From an optimization exercise on the open Yosys and OpenROAD flow, aimed at small area and few clock cycles per item; shortcuts taken in it are not production practice.
Only simulation tests tie the RTL to the original design; equivalence was not proved.

== rev 12 ==
## cordic_pipe
module cordic_pipe #(
    parameter int unsigned DATA_WIDTH  = 16,
    parameter int unsigned ANGLE_WIDTH = 32,
    parameter int unsigned ITERATIONS  = 16,
    parameter int unsigned GUARD_BITS  = 2,
    parameter int unsigned TAG_WIDTH   = 8
) (
    input  logic                    i_clk,
    input  logic                    i_resetn,
    input  logic                    i_valid,
    output logic                    o_inReady,
    input  logic                    i_mode,
    input  logic [DATA_WIDTH-1:0]   i_xIn,
    input  logic [DATA_WIDTH-1:0]   i_yIn,
    input  logic [ANGLE_WIDTH-1:0]  i_angle,
    input  logic [TAG_WIDTH-1:0]    i_tag,
    output logic                    o_valid,
    input  logic                    i_outReady,
    output logic [DATA_WIDTH+1:0]   o_xOut,
    output logic [DATA_WIDTH+1:0]   o_yOut,
    output logic [ANGLE_WIDTH-1:0]  o_zOut,
    output logic [TAG_WIDTH-1:0]    o_tag,
    output logic                    o_mode
);
Settings: LEC_CHECK=0, CAP_MARGIN=20, CORE_MARGIN=2, CORE_UTILIZATION=60, CTS_BUF_LIST=sky130_fd_sc_hd__clkbuf_4 sky130_fd_sc_hd__clkbuf_8, SLEW_MARGIN=20; clock period 5.0 ns.
run.sh (not shown) runs the stock make flow with config.mk's settings and CLKGATE_MAP_FILE= SYNTH_SCRIPT=/design/flow/synth_recipe.tcl, a recipe that flattens the netlist after the stock synthesis.
Testbench counts of rev 12, summed over its fixed seeds: cycles 8,128, items 8,000.
Setup changes, rev 12 to rev 13
Settings: an added GPL_TIMING_DRIVEN of 0; an added CTS_CLUSTER_DIAMETER of 120; a change of CORE_UTILIZATION from 60 to 65; an added CTS_CLUSTER_SIZE of 22; an added GPL_ROUTABILITY_DRIVEN of 0; a change of CTS_BUF_LIST from sky130_fd_sc_hd__clkbuf_4 sky130_fd_sc_hd__clkbuf_8 to sky130_fd_sc_hd__clkbuf_16.
--- outcome ---
- Required time of the critical path down 0.24 ns in rev 13 wrt rev 12
- In the metrics for rev 13 and rev 12, the one carrying the lower detailed-route wire length per cell is rev 12.
- | wire length | rev 13 vs rev 12 | better |
- First-pass GRT wire length delta (rev 13 − rev 12): favourable
- Final cell count, rev 13 and rev 12, lower one = rev 13.

* * *

cordic_pipe again, from the RTL that the note above started with.
Settings: LEC_CHECK=0, CAP_MARGIN=20, CORE_MARGIN=2, CORE_UTILIZATION=65, CTS_BUF_LIST=sky130_fd_sc_hd__clkbuf_16, CTS_CLUSTER_DIAMETER=150, CTS_CLUSTER_SIZE=30, GPL_ROUTABILITY_DRIVEN=0, GPL_TIMING_DRIVEN=0, SLEW_MARGIN=20; clock period 5.0 ns.
The first run finished with timing, DRC and antenna clean.
Testbench counts at the start, summed over its fixed seeds: cycles 8,128, items 8,000.
Rerun with:
- CTS_BUF_LIST: sky130_fd_sc_hd__clkbuf_16 -> sky130_fd_sc_hd__clkbuf_4 sky130_fd_sc_hd__clkbuf_8
- CTS_CLUSTER_DIAMETER: 150 -> not set
- CTS_CLUSTER_SIZE: 30 -> not set
Result: The changed run completed with no timing, DRC or antenna violations; core utilization rose by 2.1 points; sequential share of layout area fell by 1.2 points; first-iteration DRC count fell slightly; clock-buffer cell count rose by 243; clock skew rose by 0.023 ns; routed wire length rose by a few percent; register-to-register slack improved by 0.02 ns; setup slack improved by 0.052 ns; critical path depth rose by 6; area after synthesis is unchanged.

* * *

Starting RTL as in the previous note.
==> flow/config.mk <==
export PLATFORM = sky130hd
export DESIGN_NAME = cordic_pipe
export DESIGN_NICKNAME = cordic_pipe
export VERILOG_FILES = /design/flow/design.v
export SDC_FILE = /design/flow/constraint.sdc
export NUM_CORES = 4
export LEC_CHECK = 0
export CAP_MARGIN = 20
export CORE_MARGIN = 2
export CORE_UTILIZATION = 60
export SLEW_MARGIN = 20
==> flow/constraint.sdc <==
create_clock -name core_clock -period 5.0 [get_ports {i_clk}]
set_input_delay 1.0000 -clock core_clock [delete_from_list [all_inputs] [get_ports {i_clk}]]
set_output_delay 1.0000 -clock core_clock [all_outputs]
set_load 0.01 [all_outputs]
Testbench counts at the start, summed over its fixed seeds: cycles 8,128, items 8,000.
Next try:
CORE_UTILIZATION = 40   (was 60)
Result: Design area is higher by 1.5%. Setup slack is better by 0.0038 ns. Wire length shrinks by 0.82%. Clock skew goes down by 0.0049 ns. First-iteration DRC count came out lower by 25%. Via count came out lower by 1.9%. Die area rises by about 50%. Global-route usage drops by 7.8 points.

## separate check: timing with driven ports
Ports are ideal in the flow. The routed layouts listed here were re-timed in OpenROAD. Step 1 assumes that a clkbuf_16 drives the clock port and a buf_2 every other input. Step 2, shift: input delay + t, output delay - t, t = (earliest + latest rising clock arrival at the registers) / 2. This alone moves slack from input paths to output paths. Slacks: ideal / step 1 / step 2; pairs: ideal / step 1.
| run | shift t [ns] | setup WS [ns] | worst setup path after step 2 | clock arrival spread, ns |
|---|---|---|---|---|
| rev 12 | 0.995 | 0.266 / 0.317 / -0.678 | input to register | 0.054 / 0.054 |
| rev 13 | 0.758 | 0.156 / 0.180 / -0.545 | input to register | 0.035 / 0.034 |
| the first run of note 2 | 0.754 | 0.115 / 0.159 / -0.596 | input to register | 0.049 / 0.049 |
| the second run of note 2 | 0.985 | 0.167 / 0.160 / -0.764 | input to register | 0.064 / 0.064 |
| the first run of note 3 | 0.849 | 0.214 / 0.272 / -0.577 | input to register | 0.044 / 0.044 |
| the second run of note 3 | 0.883 | 0.218 / 0.281 / -0.602 | input to register | 0.050 / 0.050 |
With both steps, setup timing fails in every run listed, where it was met with ideal ports. For rev 12, which loses most, drivers alone change the setup slack by +0.051 ns; drivers and shift together by -0.944 ns.
